From an optimization exercise on the open Yosys and OpenROAD flow, aimed at small area; shortcuts taken in it are not production practice.
Only simulation tests tie the RTL to the original design; equivalence was not proved.
No activity file was given, so power comes from the tool's default toggle rates.

File: flow/design.v
package cpu_pkg;
    localparam int DATA_W     = 32;
    localparam int INST_W     = 32;
    localparam int REG_ADDR_W = 5;
    localparam int REG_NUM    = 32;
    localparam int SHAMT_W    = 5;
    localparam int ALU_OP_W   = 4;
    localparam int WB_ADR_W   = 6;
    typedef logic [DATA_W-1:0]     data_t;
    typedef logic [INST_W-1:0]     inst_t;
    typedef logic [REG_ADDR_W-1:0] reg_addr_t;
    typedef logic [SHAMT_W-1:0]    shamt_t;
    typedef logic [ALU_OP_W-1:0]   alu_op_t;
    typedef logic [WB_ADR_W-1:0]   wb_adr_t;
    typedef enum logic {
        WB_IDLE,
        WB_ACK
    } wb_state_e;
    localparam logic [5:0] OP_SPECIAL = 6'b000000;
    localparam logic [5:0] OP_ADDI    = 6'b001000;
    localparam logic [5:0] OP_ADDIU   = 6'b001001;
    localparam logic [5:0] OP_SLTI    = 6'b001010;
    localparam logic [5:0] OP_SLTIU   = 6'b001011;
    localparam logic [5:0] OP_ANDI    = 6'b001100;
    localparam logic [5:0] OP_ORI     = 6'b001101;
    localparam logic [5:0] OP_XORI    = 6'b001110;
    localparam logic [5:0] OP_LUI     = 6'b001111;
    localparam logic [5:0] FN_SLL  = 6'b000000;
    localparam logic [5:0] FN_SRL  = 6'b000010;
    localparam logic [5:0] FN_SRA  = 6'b000011;
    localparam logic [5:0] FN_SLLV = 6'b000100;
    localparam logic [5:0] FN_SRLV = 6'b000110;
    localparam logic [5:0] FN_SRAV = 6'b000111;
    localparam logic [5:0] FN_ADD  = 6'b100000;
    localparam logic [5:0] FN_ADDU = 6'b100001;
    localparam logic [5:0] FN_SUB  = 6'b100010;
    localparam logic [5:0] FN_SUBU = 6'b100011;
    localparam logic [5:0] FN_AND  = 6'b100100;
    localparam logic [5:0] FN_OR   = 6'b100101;
    localparam logic [5:0] FN_XOR  = 6'b100110;
    localparam logic [5:0] FN_NOR  = 6'b100111;
    localparam logic [5:0] FN_SLT  = 6'b101010;
    localparam logic [5:0] FN_SLTU = 6'b101011;
    localparam alu_op_t ALU_NOP  = 4'd0;
    localparam alu_op_t ALU_OR   = 4'd1;
    localparam alu_op_t ALU_AND  = 4'd2;
    localparam alu_op_t ALU_XOR  = 4'd3;
    localparam alu_op_t ALU_NOR  = 4'd4;
    localparam alu_op_t ALU_SLL  = 4'd5;
    localparam alu_op_t ALU_SRL  = 4'd6;
    localparam alu_op_t ALU_SRA  = 4'd7;
    localparam alu_op_t ALU_ADD  = 4'd8;
    localparam alu_op_t ALU_SUB  = 4'd9;
    localparam alu_op_t ALU_SLT  = 4'd10;
    localparam alu_op_t ALU_SLTU = 4'd11;
    localparam data_t ZERO_WORD = '0;
    localparam wb_adr_t INST_ADR    = 6'd0;
    localparam int      REG_ADR_BIT = 5;         
endpackage
`timescale 1ns/100ps
module mips_core_top (
    input  logic        clk_i,
    input  logic        rst_n_i,
    input  logic        wb_cyc_i,
    input  logic        wb_stb_i,
    input  logic        wb_we_i,
    input  logic [5:0]  wb_adr_i,
    input  logic [31:0] wb_dat_i,
    output logic [31:0] wb_dat_o,
    output logic        wb_ack_o
);
    logic        ack_q;
    logic [31:0] regs [1:31];
    logic stb;
    assign stb      = wb_cyc_i & wb_stb_i;
    assign wb_ack_o = ack_q & stb;
    always_ff @(posedge clk_i) begin
        ack_q <= rst_n_i & stb & ~ack_q;
    end
    logic [5:0]  op;
    logic [5:0]  fn;
    logic [4:0]  rs;
    logic [4:0]  sa;
    assign op = wb_dat_i[31:26];
    assign rs = wb_dat_i[25:21];
    assign sa = wb_dat_i[10:6];
    assign fn = wb_dat_i[5:0];
    logic rtype;
    logic itype;
    logic fix_sh;
    logic var_sh;
    logic arith;
    logic valid;
    assign rtype  = (op == 6'b000000);
    assign itype  = (op[5:3] == 3'b001);
    assign fix_sh = (fn[5:2] == 4'b0000) && (fn[1:0] != 2'b01);
    assign var_sh = (fn[5:2] == 4'b0001) && (fn[1:0] != 2'b01);
    assign arith  = (fn[5:3] == 3'b100) || (fn[5:1] == 5'b10101);
    assign valid  = itype || (rtype && ((fix_sh && (rs == 5'd0)) || ((var_sh || arith) && (sa == 5'd0))));
    logic        rtype_q;
    logic [2:0]  f3_q;                          
    logic [4:0]  rt_q;
    logic [15:0] imm_q;                         
    logic        exe1_q;                        
    logic        exe2_q;                        
    logic [31:0] p_q;                           
    logic [31:0] g_q;                           
    logic [4:0]  amt_q;                         
    logic [4:0]  wd;
    logic        fwd;
    logic [31:0] result;
    assign wd = rtype_q ? imm_q[15:11] : rt_q;
    logic [31:0] immx;
    always_comb begin
        if (!f3_q[2]) begin
            immx = {{16{imm_q[15]}}, imm_q};
        end else if (f3_q[1:0] == 2'b11) begin
            immx = {imm_q, 16'h0};
        end else begin
            immx = {16'h0, imm_q};
        end
    end
    logic [4:0]  raddr;
    logic        ren;
    logic [31:0] rf_data;
    logic [31:0] rdata;
    assign raddr = ack_q ? (wb_we_i ? rs : wb_adr_i[4:0]) : rt_q;
    assign ren   = !ack_q | wb_we_i | wb_adr_i[5];     
    assign fwd   = ren && exe2_q && (wd != 5'd0) && (raddr == wd);
    logic [31:1]  rsel;
    logic [991:0] rflat;
    always_comb begin
        for (int i = 1; i < 32; i++) begin
            rsel[i] = ren && (raddr == 5'(i));
            rflat[(i-1)*32 +: 32] = regs[i];
        end
    end
    rf_read u_rf_read (
        .sel_i  (rsel),
        .data_i (rflat),
        .data_o (rf_data)
    );
    assign rdata = fwd ? result : rf_data;
    assign wb_dat_o = rdata;
    always_ff @(posedge clk_i) begin
        if (ack_q) begin
            rtype_q <= rtype;
            f3_q    <= rtype ? fn[2:0] : op[2:0];
            rt_q    <= wb_dat_i[20:16];
            imm_q   <= wb_dat_i[15:0];
        end
    end
    always_ff @(posedge clk_i) begin
        exe1_q <= rst_n_i && wb_ack_o && wb_we_i && (wb_adr_i == 6'd0) && valid;
        exe2_q <= rst_n_i && exe1_q;
        p_q    <= xm ^ yb;                     
        g_q    <= xm & yb;
        amt_q  <= p_q[4:0] | imm_q[10:6];      
    end
    logic        is_shift;
    logic        add_sub;
    logic        sub;
    logic [31:0] xm;
    logic [31:0] y;
    logic [31:0] yb;
    assign is_shift = rtype_q && !imm_q[5];
    assign add_sub  = !f3_q[2] && !is_shift;
    assign sub      = exe1_q && add_sub && f3_q[1];
    assign xm       = (!exe1_q || is_shift || (!rtype_q && (f3_q == 3'b111))) ? 32'd0 : p_q;
    assign y        = (rtype_q || !exe1_q) ? rdata : immx;
    assign yb       = y ^ {32{sub}};
    exec_alu u_alu (
        .rtype_i  (rtype_q),
        .f3_i     (f3_q),
        .imm_i    (imm_q),
        .amt_i    (amt_q),
        .zero_i   (!rst_n_i),
        .p_i      (p_q),
        .g_i      (g_q),
        .result_o (result)
    );
    always_ff @(posedge clk_i) begin
        for (int i = 1; i < 32; i++) begin
            if (!rst_n_i || (exe2_q && (wd == 5'(i)))) begin
                regs[i] <= result;
            end
        end
    end
endmodule
module rf_read (
    input  logic [31:1]  sel_i,
    input  logic [991:0] data_i,
    output logic [31:0]  data_o
);
    always_comb begin
        data_o = '0;
        for (int i = 1; i < 32; i++) begin
            data_o = data_o | ({32{sel_i[i]}} & data_i[(i-1)*32 +: 32]);
        end
    end
endmodule
module exec_alu (
    input  logic        rtype_i,
    input  logic [2:0]  f3_i,
    input  logic [15:0] imm_i,
    input  logic [4:0]  amt_i,
    input  logic        zero_i,              
    input  logic [31:0] p_i,
    input  logic [31:0] g_i,
    output logic [31:0] result_o
);
    logic        is_shift;
    logic        is_slt;
    logic        arith;
    logic        sub;
    assign is_shift = !zero_i && rtype_i && !imm_i[5];
    assign arith    = !zero_i && !f3_i[2];
    assign sub      = arith && f3_i[1];
    assign is_slt   = sub && (rtype_i ? imm_i[3] : 1'b1);
    logic [31:0] gl [6];
    logic [31:0] pl [6];
    always_comb begin
        gl[0] = g_i;
        pl[0] = p_i;
        for (int l = 0; l < 5; l++) begin
            for (int k = 0; k < 32; k++) begin
                if (k & (1 << l)) begin
                    gl[l+1][k] = gl[l][k] | (pl[l][k] & gl[l][(k | ((1 << l) - 1)) - (1 << l)]);
                    pl[l+1][k] = pl[l][k] & pl[l][(k | ((1 << l) - 1)) - (1 << l)];
                end else begin
                    gl[l+1][k] = gl[l][k];
                    pl[l+1][k] = pl[l][k];
                end
            end
        end
    end
    logic [32:0] c;
    always_comb begin
        c[0] = sub;
        for (int k = 0; k < 32; k++) begin
            c[k+1] = gl[5][k] | (pl[5][k] & sub);
        end
    end
    logic use_p;
    logic use_g;
    logic use_n;
    assign use_p = arith || (!zero_i && ((f3_i[1:0] == 2'b01) || (f3_i[1:0] == 2'b10) || ((f3_i[1:0] == 2'b11) && !rtype_i)));
    assign use_g = !zero_i && f3_i[2] && !f3_i[1];
    assign use_n = !zero_i && f3_i[2] && (f3_i[1:0] == 2'b11) && rtype_i;
    logic [31:0] t;
    assign t = (({32{use_p}} & p_i) | ({32{use_g}} & g_i) | ({32{use_n}} & ~(p_i | g_i)))
             ^ (c[31:0] & {32{arith}});
    logic lt;
    assign lt = f3_i[0] ? !c[32] : (p_i[31] ? t[31] : g_i[31]);
    logic        sh_left;
    logic [31:0] sh_in;
    logic [31:0] sh_r;
    logic [31:0] sh_res;
    logic        fill;
    assign sh_left = !imm_i[1];
    assign fill    = imm_i[0] & p_i[31];
    always_comb begin
        for (int i = 0; i < 32; i++) begin
            sh_in[i] = sh_left ? p_i[31-i] : p_i[i];
        end
    end
    assign sh_r = 32'({{32{fill}}, sh_in} >> amt_i);
    always_comb begin
        for (int i = 0; i < 32; i++) begin
            sh_res[i] = sh_left ? sh_r[31-i] : sh_r[i];
        end
    end
    always_comb begin
        if (is_shift) begin
            result_o = sh_res;
        end else if (is_slt) begin
            result_o = {31'd0, lt};
        end else begin
            result_o = t;
        end
    end
endmodule
File: flow/flow/run.sh
#!/bin/bash
# The standard layout, with a plain buffer (not a delay cell) on each input and output port.
set -euo pipefail
bash standard.sh "BUFFER_PORTS_ARGS=-buffer_cell sky130_fd_sc_hd__buf_2" finish > orfs_make.log 2>&1
File: flow/standard.sh
#!/bin/bash
# synth_recipe.tcl (not shown) runs the flow's synth.tcl, then flattens the netlist and writes it again
# the make line also repeats each setting of config.mk as NAME=value (left out here)
make -C /OpenROAD-flow-scripts/flow DESIGN_CONFIG=/design/flow/config.mk WORK_HOME=/design/flow/orfs CLKGATE_MAP_FILE= SYNTH_SCRIPT=/design/flow/synth_recipe.tcl "${@:-finish}"
File: flow/config.mk
export PLATFORM = sky130hd
export DESIGN_NAME = mips_core_top
export DESIGN_NICKNAME = mips_core_top
export VERILOG_FILES = /design/flow/design.v
export SDC_FILE = /design/flow/constraint.sdc
export NUM_CORES = 4
export LEC_CHECK = 0
export CAP_MARGIN = 10
export CORE_MARGIN = 2
export CORE_UTILIZATION = 60
export CTS_BUF_LIST = sky130_fd_sc_hd__clkbuf_8
export CTS_CLUSTER_DIAMETER = 70
export CTS_CLUSTER_SIZE = 16
export GPL_ROUTABILITY_DRIVEN = 0
export SETUP_SLACK_MARGIN = 0.05
export SLEW_MARGIN = 10
export SYNTH_HIERARCHICAL = 1
File: flow/constraint.sdc
create_clock -name core_clock -period 6.0 [get_ports {clk_i}]
set_input_delay 1.2000 -clock core_clock [delete_from_list [all_inputs] [get_ports {clk_i}]]
set_output_delay 1.2000 -clock core_clock [all_outputs]
set_load 0.01 [all_outputs]
==> metrics.cfg, run 1 <==
[run_status]
status = finished clean

[place]
io_buffer_count = 75
dp_hpwl_mm = 90.0
dpl.cell_count = 3877

[detailed_routing]
vias = 29372
drt-vias-per-instance = 7.35
routedWlPerCell_um = 34.8
dr.pass1.iters = 9
postRouteAntennaNets = 0
drc = 0
wl_mm = 139
drtIter0Drc = 4720

[grt]
grt_start_max_net_pins = 47
first_global_vias = 27796
grtUsageTotal_pct = 35.6
antenna_found_initial = 4
overflow = 0
grt_pass1_wl_mm = 198

[timing]
rsz0062_at_grt = false
maxSlewViolCount = 0
setup_viol_count_final = 0
period_needed_ns = 5.77
worst_pin_slew_ns = 1.24
relSlewSlack_pct = 16.8
fin_worst_skew_ns = 0.0468
fmax_mhz = 173
min_period_over_period_pct = 96.1
fin_tns_setup_ns = 0
hold_viol_final = 0

[worst_setup_path]
cp-startpoint = wb_we_i
r2r_end = p_q[7]$_DFF_P_
path_buf_inv = 3
worstSetupStartpointType = input pin
reg2reg_depth = 11
r2r-start = amt_q[0]$_DFF_P_
crit_end = wb_dat_o[6]
crit_fanout = 19
cp-end-kind = output pin
crit_family = simple AND/OR/NAND/NOR gates
rrSetupSlack_ns = 1.52
cp_data_required_time_ns = 4.80
critPathArrivalTime_ns = 4.57
crit_path_cell_trace = buf_2, mux2i_1, a21oi_1, nand2_1, nor2_2, buf_4, a22o_1, a221oi_2, nand3_1, or4_1, mux2_4, buf_2
critical_path.most_common_cell = buf_2
crit_type = in2out
cp.depth = 12
cp_slowest_cell = or4_1
critPathMaxStageDelay_ns = 0.63

[synthesis]
yosysSeqAreaShare_pct = 70.9
synth_flop_cell = edfxtp_1
ys_ff_latch = 1089
ys.warnings.count = 12
syn_inst = 2881
ys_types = 74
synth_edf_count = 1017
syn_area_per_cell_um2 = 15.7
netlist_area_um2 = 45100
async_flop_share_pct = 0
synth_nets = 2957

[hold_path]
min_path_type = in2reg

[cts]
clockRootBuffer = clkbuf_8
cts_buffers = 79
post_cts_buffers = 0
clkTransAtPathRegs_ns = 0.10
ctsHoldBuffers = 0
clock_latency_ns = 0.75
clockBufferDepth = 3
cts-resized-gates = 0
clkSinkCount = 1089
cts_tree = built
h-tree-depth = 3

[final_layout]
layout.nets = 3065
nFillCells = 5190
mostFrequentLayoutCells = edfxtp_1, a22oi_1, buf_4
syn2layout_area_growth_pct = 8.51
drive_above_1_share_pct = 18.6
final_cell_count_no_fill = 3997
final_common_cell = edfxtp_1

[floorplanning]
initial_core_util_pct = 60.6
coreArea_um2 = 74400
die_w_um = 278
fp-row-count = 100
die_h_um = 278
pin_count = 76
die_area_um2 = 77400

[power_and_ir_drop]
ir_drop_uv = 258
leakage_nw = 17.3
powerDensity_nw_per_um2 = 308

[job]
maxCapViolations = 0

## flip-flops by register name (all words and copies together) (netlist names)
register  count
amt_q         5
ack_q         1
exe1_q        1
imm_q        16
g_q          32
rt_q          5
p_q          32
exe2_q        1
rtype_q       1
f3_q          3
regs        992
## stage by stage
step / hold WS (ns) / total power (W) / area, µm² / utilization (%) / worst slack, ns
2_1_floorplan: 0.427 / 0.0107 / 45100 / - / 0.203
3_5_place_dp: 0.601 / 0.0115 / 47600 / 64.0 / 0.257
5_1_grt: 0.606 / 0.0155 / 49000 / 65.8 / 0.0548
3_3_place_gp: 0.597 / 0.0115 / 47600 / 64.0 / 0.320
4_1_cts: 0.587 / 0.0150 / 49000 / 65.8 / 0.249
6_report: 0.611 / 0.0151 / 49000 / 65.8 / 0.231
## metal layers
metal  vias up  wire, µm  GRT usage, %
li1      12036         -             -
met1     14933     53800          52.1
met2      2115     63800          54.8
met3       288     15900          5.90
met4         0      5420          12.6
met5         -         0             0
## per-module statistics from Yosys (local to each module, per instance)
module / times used / cells inside / flip-flops and latches / area [µm²]
mips_core_top: 1 / 1499 / 1089 / 35000
exec_alu: 1 / 649 / 0 / 4810
rf_read: 1 / 733 / 0 / 5340
## Yosys cell counts, types with 33 or more instances
| cell | count | share of area [%] |
|---|---|---|
| ha_1 | 33 | 0.91 |
| mux2i_1 | 45 | 1.0 |
| edfxtp_1 | 1017 | 68 |
| and2_1 | 44 | 0.61 |
| a22o_1 | 34 | 0.66 |
| mux4_2 | 39 | 1.9 |
| nand2_1 | 93 | 0.77 |
| o21ai_0 | 77 | 0.85 |
| nand4_1 | 70 | 0.97 |
| a221oi_2 | 42 | 1.4 |
| nor2_1 | 150 | 1.2 |
| a21oi_1 | 53 | 0.59 |
| clkbuf_1 | 146 | 1.2 |
| a222oi_1 | 60 | 1.3 |
| dfxtp_1 | 72 | 3.2 |
| a22oi_1 | 390 | 6.5 |
| or4_1 | 34 | 0.57 |
| nand3_1 | 81 | 0.90 |
| xnor2_1 | 35 | 0.68 |
## area by class of cell
| type | instances | area, µm² | share of cell area (%) |
|---|---|---|---|
| clock buffers | 80 | 1100 | 2.25 |
| clock inverters | 38 | 244 | 0.498 |
| inverters | 13 | 48.8 | 0.0997 |
| well taps | 969 | 1210 | 2.48 |
| flip-flops and latches | 1089 | 32000 | 65.3 |
| repair buffers | 226 | 1590 | 3.24 |
| multi-input cells | 1580 | 12800 | 26.1 |
| diodes | 2 | 5.00 | 0.0102 |
## power breakdown
group	switching (W)	internal, W
registers	0.000358	0.00914
logic	0.00125	0.000657
clock network	0.00235	0.00130
## worst reg2reg max path, stage by stage (launching register included)
cell      delay, ns
dfxtp_2        0.56
buf_4          0.30
mux4_1         0.65
mux2_2         0.30
o21ai_0        0.37
a211oi_1       0.15
a21o_1         0.20
a21o_1         0.58
mux2_4         0.55
a221oi_1       0.27
a221oi_1       0.09
ha_1           0.37
## cell families (layout without fill, tap and decap cells)
group	Yosys count	in the layout	synth area share (%)
compound gates	802	802	14.0
mux	147	147	5.00
fa+ha+maj	33	33	0.915
buf+inv	212	357	2.12
other cells	0	2	0
flops	1089	1089	70.9
xor+xnor	53	53	1.03
simple gates	545	545	6.11
## how the worst min path moves through the flow
stage / end / slack, ns / from / cells after the start
after global routing: rt_q[2]$_DFFE_PP_ / 0.61 / wb_dat_i[18] / 1
after detailed placement: exe2_q$_DFF_P_ / 0.60 / exe1_q$_DFF_P_ / 1
after floorplan: amt_q[1]$_DFF_P_ / 0.43 / p_q[1]$_DFF_P_ / 1
after CTS: rt_q[1]$_DFFE_PP_ / 0.59 / wb_dat_i[17] / 1
after global placement: exe2_q$_DFF_P_ / 0.60 / exe1_q$_DFF_P_ / 1
final: rt_q[1]$_DFFE_PP_ / 0.61 / wb_dat_i[17] / 1
==> run 2: changes to the inputs <==
--- a/flow/config.mk
+++ b/flow/config.mk
@@ -6,5 +6,5 @@
 export NUM_CORES = 4
 export LEC_CHECK = 0
-export CAP_MARGIN = 10
+export CAP_MARGIN = 5
 export CORE_MARGIN = 2
 export CORE_UTILIZATION = 60
@@ -12,6 +12,5 @@
 export CTS_CLUSTER_DIAMETER = 70
 export CTS_CLUSTER_SIZE = 16
-export GPL_ROUTABILITY_DRIVEN = 0
 export SETUP_SLACK_MARGIN = 0.05
-export SLEW_MARGIN = 10
+export SLEW_MARGIN = 5
 export SYNTH_HIERARCHICAL = 1
==> metrics.cfg, run 2 <==
[run_status]
status = finished clean

[detailed_routing]
vias = 29220  ; -0.52%
postRouteAntennaNets = 0  ; unchanged
drc = 0  ; unchanged
drt-vias-per-instance = 7.30  ; -0.69%
drtIter0Drc = 4655  ; -1.4%
dr.pass1.iters = 9  ; unchanged
wl_mm = 141  ; +1.4%
routedWlPerCell_um = 35.2  ; +1.2%

[final_layout]
layout.nets = 3073  ; +0.26%
mostFrequentLayoutCells = edfxtp_1, a22oi_1, buf_4
largestRegisters = regs: 992 flops, g_q: 32 flops, p_q: 32 flops
final_util_pct = 65.9  ; +0.13 points
drive_above_1_share_pct = 18.9  ; +0.29 points
regMostFlops = regs
stdcell_area_um2 = 49100  ; +0.20%
syn2layout_area_growth_pct = 8.72
largest_reg_flops = 992  ; unchanged
final_common_cell = edfxtp_1

[worst_setup_path]
cp-end-kind = output pin
r2r-start = imm_q[1]$_DFFE_PP_
cp_data_required_time_ns = 4.80  ; about the same
path_buf_inv = 2  ; -1
rrSetupSlack_ns = 1.42  ; -0.10 ns
critical_path.most_common_cell = mux4_2
crit_fanout = 17  ; -2
reg2reg_depth = 11  ; unchanged
crit_path_cell_trace = buf_4, mux4_2, mux4_2, mux2_2, o21ai_2, nor3_1, or4_1, mux2_4, buf_2
crit_family = multiplexers
r2r_end = p_q[30]$_DFF_P_
critPathArrivalTime_ns = 4.67  ; +0.10 ns
critPathMaxStageDelay_ns = 0.78  ; +0.15 ns
cp_slowest_cell = edfxtp_1
crit_type = reg2out
worstSetupStartpointType = flop

[synthesis]
syn_area_per_cell_um2 = 15.7  ; unchanged
ys_ff_latch = 1089  ; unchanged
netlist_top_cells_count = edfxtp_1, a22oi_1, nor2_1
synth_top_area_cell = edfxtp_1
ys.warnings.count = 12  ; unchanged
ys_types = 74  ; unchanged
ys_top_cells_by_area = edfxtp_1, a22oi_1, dfxtp_1
netlist_area_um2 = 45100  ; unchanged
async_flop_share_pct = 0  ; unchanged
synth_flop_cell = edfxtp_1
synth.most_common_cell = edfxtp_1
yosysSeqAreaShare_pct = 70.9  ; unchanged
syn_inst = 2881  ; unchanged
yosys.area.top_type_share_pct = 67.7  ; unchanged
synth_edf_count = 1017  ; unchanged
synth_nets = 2957  ; unchanged

[grt]
first_global_vias = 27649  ; -0.53%
grt_start_max_net_pins = 34  ; -28%
grt_pass1_wl_mm = 200  ; +1.1%
antenna_found_initial = 7  ; +3
grtUsageTotal_pct = 36.2  ; +0.57 points
overflow = 0  ; unchanged

[timing]
fin_ws_ns = 0.134  ; -0.0973 ns
fin_worst_skew_ns = 0.0565  ; +0.00965 ns
hold_viol_final = 0  ; unchanged
worst_pin_slew_ns = 1.24  ; -0.00346 ns
period_needed_ns = 5.87  ; +0.0973 ns
min_period_over_period_pct = 97.8  ; +1.6 points
rsz0062_at_grt = true
setup_viol_count_final = 0  ; unchanged
fmax_mhz = 170  ; -1.7%
maxSlewViolCount = 0  ; unchanged
fin_tns_setup_ns = 0  ; unchanged
relSlewSlack_pct = 17.0  ; +0.23 points

[floorplanning]
die_h_um = 278  ; unchanged
die_area_um2 = 77400  ; unchanged
fp-row-count = 100  ; unchanged
die_w_um = 278  ; unchanged
pin_count = 76  ; unchanged
initial_core_util_pct = 60.6  ; unchanged
coreArea_um2 = 74400  ; unchanged

[hold_path]
hp-start = exe1_q$_DFF_P_
worst_hold_path.endpoint = exe2_q$_DFF_P_
min_path_type = reg2reg
hold_path_depth = 1  ; unchanged

[power_and_ir_drop]
ir_drop_uv = 225  ; -13%
powerDensity_nw_per_um2 = 308  ; about the same
leakage_nw = 17.3  ; +0.21%

[place]
postPlaceCellArea_um2 = 47700  ; +0.18%
io_buffer_count = 75  ; unchanged
place_ws_ns = 0.0312  ; -0.226 ns
dp_hpwl_mm = 92.7  ; +3.0%
gp_congestion = 0.964

[cts]
clkSinkCount = 1089  ; unchanged
clockRootBuffer = clkbuf_8
h-tree-depth = 3  ; unchanged
post_cts_buffers = 0  ; unchanged
cts_tree = built
ctsHoldBuffers = 0  ; unchanged
clkTransAtPathRegs_ns = 0.10  ; about the same
clockBufferDepth = 3  ; unchanged
cts_buffers = 79  ; unchanged
clock_latency_ns = 0.75  ; about the same

[job]
maxCapViolations = 0  ; unchanged

[run 2: cell counts after synthesis]
Identical to the previous run, type by type.
[run 2: logic make-up (layout without fill, tap and decap cells)]
group,after synthesis,in the layout,share of synthesized area [%]
flip-flops,1089,1089,70.9
XOR/XNOR,53,53,1.03
adder cells (fa/ha/maj),33,33,0.915
multiplexers,147,147,5.00
AO/OA/AOI/OAI,802,802,14.0
buffers and inverters,212,363,2.12
AND/OR/NAND/NOR,545,545,6.11
other,0,3,0
[run 2: worst max-delay path by stage]
stage / start / to / slack [ns] / depth (start not counted)
after floorplan: rst_n_i / wb_dat_o[0] / 0.20 / 11
after global placement: wb_we_i / wb_dat_o[13] / 0.11 / 11
after detailed placement: wb_we_i / wb_dat_o[13] / 0.03 / 11
after CTS: amt_q[0]$_DFF_P_ / wb_dat_o[5] / 0.13 / 11
after global routing: imm_q[1]$_DFFE_PP_ / wb_dat_o[5] / 0.009 / 11
final: imm_q[1]$_DFFE_PP_ / wb_dat_o[30] / 0.13 / 9
[run 2: metrics by stage]
step / hold slack, ns / total power, W / instances
2_1_floorplan: 0.427 / 0.0107 / 2881
6_report: 0.600 / 0.0151 / 4004
4_1_cts: 0.581 / 0.0151 / 4001
3_5_place_dp: 0.576 / 0.0116 / 3885
3_3_place_gp: 0.574 / 0.0115 / 3885
5_1_grt: 0.593 / 0.0155 / 4002
[run 2: layout make-up]
class                      count  area [µm²]
multi-input combinational   1580       12800
sequential                  1089       32000
clock inverter                35         230
inverter                      13        48.8
timing repair buffer         234        1670
tap                          969        1210
clock buffer                  81        1110
antenna                        3        7.51
fill                        5119       25400
[run 2: modules after synthesis, one instance, submodules excluded]
module	flops+latches	cell area, µm²	cells inside
exec_alu	0	4810	649
mips_core_top	1089	35000	1499
rf_read	0	5340	733
[run 2: metal layers]
layer  global-route usage (%)  part of all wire (%)
met1                     52.6                    39
met2                     55.5                    46
met3                     6.41                    11
met4                     13.5                   4.1
met5                        0                     0
[run 2: repair_timing]
item	in CTS	in global routing
pin swaps	0	0
cloned	0	0
resized for setup	1	2
setup endpoints to repair	1	7
[run 2: power breakdown]
| part | switching (W) | internal [W] | total [W] |
|---|---|---|---|
| sequential | 0.000364 | 0.00914 | 0.00950 |
| combinational | 0.00127 | 0.000665 | 0.00194 |
| clock | 0.00234 | 0.00131 | 0.00365 |
| total | 0.00397 | 0.0111 | 0.0151 |
[run 2: worst register-to-register path, stage by stage, from the launching register on]
cell and delay [ns]:
edfxtp_1 0.78, buf_4 0.36, mux4_2 0.40, mux4_2 0.53
mux2_2 0.29, o21ai_2 0.20, nor3_1 0.14, or4_1 0.69
mux2_4 0.37, a221oi_2 0.28, xnor2_1 0.10, ha_1 0.31
==> run 3: changes to the inputs <==
--- a/flow/design.v
+++ b/flow/design.v
@@ -218,18 +218,19 @@
     assign sub      = arith && f3_i[1];
     assign is_slt   = sub && (rtype_i ? imm_i[3] : 1'b1);
-    logic [31:0] gl [6];
-    logic [31:0] pl [6];
-    always_comb begin
-        gl[0] = g_i;
-        pl[0] = p_i;
+    logic [31:0] gp;
+    logic [31:0] pp;
+    always_comb begin
+        gp = g_i;
+        pp = p_i;
         for (int l = 0; l < 5; l++) begin
-            for (int k = 0; k < 32; k++) begin
-                if (k & (1 << l)) begin
-                    gl[l+1][k] = gl[l][k] | (pl[l][k] & gl[l][(k | ((1 << l) - 1)) - (1 << l)]);
-                    pl[l+1][k] = pl[l][k] & pl[l][(k | ((1 << l) - 1)) - (1 << l)];
-                end else begin
-                    gl[l+1][k] = gl[l][k];
-                    pl[l+1][k] = pl[l][k];
-                end
+            for (int k = (2 << l) - 1; k < 32; k += (2 << l)) begin
+                gp[k] = gp[k] | (pp[k] & gp[k - (1 << l)]);
+                pp[k] = pp[k] & pp[k - (1 << l)];
+            end
+        end
+        for (int l = 3; l >= 0; l--) begin
+            for (int k = (3 << l) - 1; k < 32; k += (2 << l)) begin
+                gp[k] = gp[k] | (pp[k] & gp[k - (1 << l)]);
+                pp[k] = pp[k] & pp[k - (1 << l)];
             end
         end
@@ -239,5 +240,5 @@
         c[0] = sub;
         for (int k = 0; k < 32; k++) begin
-            c[k+1] = gl[5][k] | (pl[5][k] & sub);
+            c[k+1] = gp[k] | (pp[k] & sub);
         end
     end
--- a/flow/config.mk
+++ b/flow/config.mk
@@ -6,5 +6,5 @@
 export NUM_CORES = 4
 export LEC_CHECK = 0
-export CAP_MARGIN = 5
+export CAP_MARGIN = 10
 export CORE_MARGIN = 2
 export CORE_UTILIZATION = 60
@@ -12,5 +12,6 @@
 export CTS_CLUSTER_DIAMETER = 70
 export CTS_CLUSTER_SIZE = 16
+export GPL_ROUTABILITY_DRIVEN = 0
 export SETUP_SLACK_MARGIN = 0.05
-export SLEW_MARGIN = 5
+export SLEW_MARGIN = 10
 export SYNTH_HIERARCHICAL = 1
==> metrics.cfg, run 3 <==
[final_layout]
drive_above_1_share_pct = 19.0  ; +0.11 points
mostFrequentLayoutCells = edfxtp_1, a22oi_1, buf_4
final_common_cell = edfxtp_1
layout.nets = 3052  ; -0.68%
regMostFlops = regs
largestRegisters = regs: 992 flops, g_q: 32 flops, p_q: 32 flops
syn2layout_area_growth_pct = 9.01
largest_reg_flops = 992  ; unchanged

[synthesis]
ys_top_cells_by_area = edfxtp_1, a22oi_1, dfxtp_1
syn_area_per_cell_um2 = 15.7  ; +0.37%
synth_fa_ha_area_share_pct = 0.921  ; +0.0059 points
netlist_top_cells_count = edfxtp_1, a22oi_1, nor2_1
synth_flop_cell = edfxtp_1
ys_ff_latch = 1089  ; unchanged
yosys.area_share.simple_pct = 5.83  ; -0.28 points
synth_top_family_by_area = compound AO/OA/AOI/OAI gates
ys.warnings.count = 10  ; -2
ys_types = 75  ; +1.4%
synth_nets = 2928  ; -0.98%
synth.area.mux_share_pct = 4.67  ; -0.34 points
yosys.area.top_type_share_pct = 68.1  ; +0.43 points
synth-compound-area-share_pct = 14.1  ; +0.18 points
yosysSeqAreaShare_pct = 71.3  ; +0.45 points
synth.most_common_cell = edfxtp_1
netlist_area_um2 = 44800  ; -0.64%
synth_xor_area_share_pct = 1.04  ; +0.0066 points
syn_inst = 2852  ; -1.0%
synth_edf_count = 1017  ; unchanged
synth_top_area_cell = edfxtp_1
async_flop_share_pct = 0  ; unchanged

[power_and_ir_drop]
seqPwrFrac_pct = 63.2  ; +0.2 points
netSwitchingFraction_pct = 26.0  ; -0.29 points
leakage_nw = 17.0  ; -1.7%
pwr-share-comb_pct = 12.7  ; about the same
pwr-share-clk_pct = 24.1  ; about the same
intPower_w = 0.0111  ; +0.13%
powerDensity_nw_per_um2 = 308  ; +0.12%
ir_drop_uv = 268  ; +19%
p_switching_w = 0.00392  ; -1.3%

[worst_setup_path]
crit_family = simple AND/OR/NAND/NOR gates
critPathArrivalTime_ns = 4.61  ; -0.06 ns
reg2reg_depth = 14  ; +3
crit_type = in2out
r2r-start = imm_q[1]$_DFFE_PP_
critPathMaxStageDelay_ns = 0.72  ; -0.06 ns
path_buf_inv = 4  ; +2
cp_data_required_time_ns = 4.80  ; about the same
crit_path_cell_trace = buf_2, mux2i_1, a21o_1, nor2_1, nand2_1, buf_4, nor2_2, buf_4, a222oi_1, nand3_1, or4_1, mux2_4, buf_2
worstSetupStartpointType = input pin
rrSetupSlack_ns = 1.50  ; +0.08 ns
r2r_end = p_q[3]$_DFF_P_
crit_fanout = 19  ; +2
cp_slowest_cell = or4_1
cp-end-kind = output pin

[timing]
worst_pin_slew_ns = 1.31  ; +0.0749 ns
fmax_mhz = 172  ; +1.0%
setup_viol_count_final = 0  ; unchanged
min_period_over_period_pct = 96.8  ; -0.98 points
period_needed_ns = 5.81  ; -0.0590 ns
fin_tns_setup_ns = 0  ; unchanged
relSlewSlack_pct = 11.9  ; -5.1 points
maxSlewViolCount = 0  ; unchanged
hold_viol_final = 0  ; unchanged
rsz0062_at_grt = false
whs_ns = 0.531  ; -0.0684 ns
fin_worst_skew_ns = 0.0540  ; -0.00245 ns

[detailed_routing]
routedWlPerCell_um = 33.9  ; -3.6%
vias = 28405  ; -2.8%
postRouteAntennaNets = 0  ; unchanged
drt-vias-per-instance = 7.17  ; -1.8%
drtIter0Drc = 4256  ; -8.6%
wl_mm = 134  ; -4.6%
dr.pass1.iters = 8  ; -1
drc = 0  ; unchanged

[floorplanning]
initial_core_util_pct = 60.4  ; -0.18 points
die_w_um = 277  ; -0.31%
die_h_um = 277  ; -0.31%
pin_count = 76  ; unchanged
fp-row-count = 100  ; unchanged
die_area_um2 = 76900  ; -0.63%
coreArea_um2 = 74200  ; -0.34%

[run_status]
status = finished clean

[hold_path]
hp-start = exe1_q$_DFF_P_
hold_path_depth = 1  ; unchanged
min_path_type = reg2reg
worst_hold_path.endpoint = exe2_q$_DFF_P_

[cts]
cts_tree = built
clockRootBuffer = clkbuf_8
h-tree-depth = 3  ; unchanged
clkSinkCount = 1089  ; unchanged
ctsHoldBuffers = 0  ; unchanged
post_cts_buffers = 0  ; unchanged
clkTransAtPathRegs_ns = 0.10  ; about the same
cts-resized-gates = 1  ; unchanged
cts_buffers = 79  ; unchanged
clockBufferDepth = 3  ; unchanged
clock_latency_ns = 0.75  ; about the same

[job]
maxCapViolations = 0  ; unchanged

[grt]
overflow = 0  ; unchanged
grt_pass1_wl_mm = 193  ; -3.3%
antenna_found_initial = 9  ; +2
first_global_vias = 27118  ; -1.9%
grtUsageTotal_pct = 34.9  ; -1.3 points
grt_start_max_net_pins = 34  ; unchanged

[place]
io_buffer_count = 75  ; unchanged
dp_hpwl_mm = 87.5  ; -5.6%

## run 3: changes by cell type after synthesis, moves of 7 or more
cell,delta
buf_4,+7
o21ai_0,+16
clkbuf_1,-13
o22ai_1,-7
o211ai_1,+8
nand2_1,-9
a21oi_1,+8
## run 3: worst max-delay path by stage
stage / from / to / cells past startpoint
after floorplan: rst_n_i / wb_dat_o[17] / 11
after global placement: wb_we_i / wb_dat_o[8] / 12
after detailed placement: wb_we_i / wb_dat_o[27] / 12
after CTS: wb_we_i / wb_dat_o[8] / 12
after global routing: wb_we_i / wb_dat_o[27] / 13
final: wb_we_i / wb_dat_o[9] / 13
## run 3: metrics by stage
step | setup WS, ns | util (%) | area [µm²] | instances | total power, W
floorplan | 0.0803 | - | 44800 | 2852 | 0.0107
global placement | 0.105 | 64.1 | 47600 | 3864 | 0.0115
detailed placement | 0.0515 | 64.1 | 47600 | 3864 | 0.0115
CTS | 0.0868 | 65.8 | 48900 | 3963 | 0.0150
global route | 0.0676 | 65.9 | 48900 | 3964 | 0.0155
finish | 0.193 | 65.9 | 48900 | 3964 | 0.0151
## run 3: layer usage
layer  track usage (%)  routed length [µm]  vias up
met1              50.0               53100    14522
li1                  -                   -    11941
met5                 0                  65        -
met3              6.11               13600      250
met4              11.6                4780       10
met2              55.0               62800     1682
## run 3: cells by family (layout without fill, tap and decap cells)
group	Yosys count	count (layout)
buf+inv	202	344
simple gates	517	517
xor+xnor	53	53
other cells	0	1
flops	1089	1089
compound gates	819	819
mux	139	139
fa+ha+maj	33	33
## run 3: final cells by class
class | count | area [µm²]
Tap cell | 969 | 1210
Inverter | 15 | 56.3
Sequential cell | 1089 | 32000
Clock buffer | 80 | 1100
Fill cell | 5258 | 25300
Multi-Input combinational cell | 1561 | 12700
Timing Repair Buffer | 230 | 1670
Clock inverter | 19 | 191
Antenna cell | 1 | 2.50
## run 3: power groups by stage
stage	registers (W)	clock network, W	logic [W]
final	0.00951	0.00363	0.00191
after floorplan	0.00952	0	0.00114
after global placement	0.00963	0	0.00183
after CTS	0.00950	0.00366	0.00187
after detailed placement	0.00967	0	0.00187
after global routing	0.00957	0.00390	0.00201
## run 3: per-module statistics from Yosys, one instance, submodules excluded
module	copies in the design	cell area [µm²]
mips_core_top	1	35000
rf_read	1	5340
exec_alu	1	4520
## run 3: worst reg2reg max path, cell delays in order, from the launching register on
cell and delay, ns:
edfxtp_1 0.85, buf_4 0.43, mux4_2 0.58, mux2i_1 0.22, mux2i_1 0.17, nor2_1 0.21, a211oi_1 0.09, a21oi_1 0.20
a21oi_1 0.16, a21o_1 0.21, buf_4 0.24, mux2_2 0.36, o21ai_0 0.24, xnor2_1 0.18, ha_1 0.26

## afterwards: timing with drivers on the ports
The results above use ideal ports. As a check the final layouts listed here were re-extracted and re-timed, cells and wires unchanged.
Step 1 assumes that a clkbuf_16 drives the clock port and a buf_2 every other input.
Step 2 also shifts input and output timing later by t, the mid clock arrival at the registers, as if the neighbouring blocks saw the same clock.
Three values: ideal, step 1, step 2; two values: the first two.
| run | t (ns) | setup WS [ns] | hold slack, ns |
|---|---|---|---|
| run 1 | 0.793 | 0.231 / 0.202 / 0.211 | 0.611 / 0.570 / 0.623 |
| run 2 | 0.790 | 0.134 / 0.065 / 0.154 | 0.600 / 0.572 / 0.600 |
| run 3 | 0.788 | 0.193 / 0.068 / 0.068 | 0.531 / 0.531 / 0.531 |
After both steps every run listed still meets setup and hold. For run 3, which loses most, drivers alone change the setup slack by -0.125 ns; drivers and shift together by -0.125 ns.
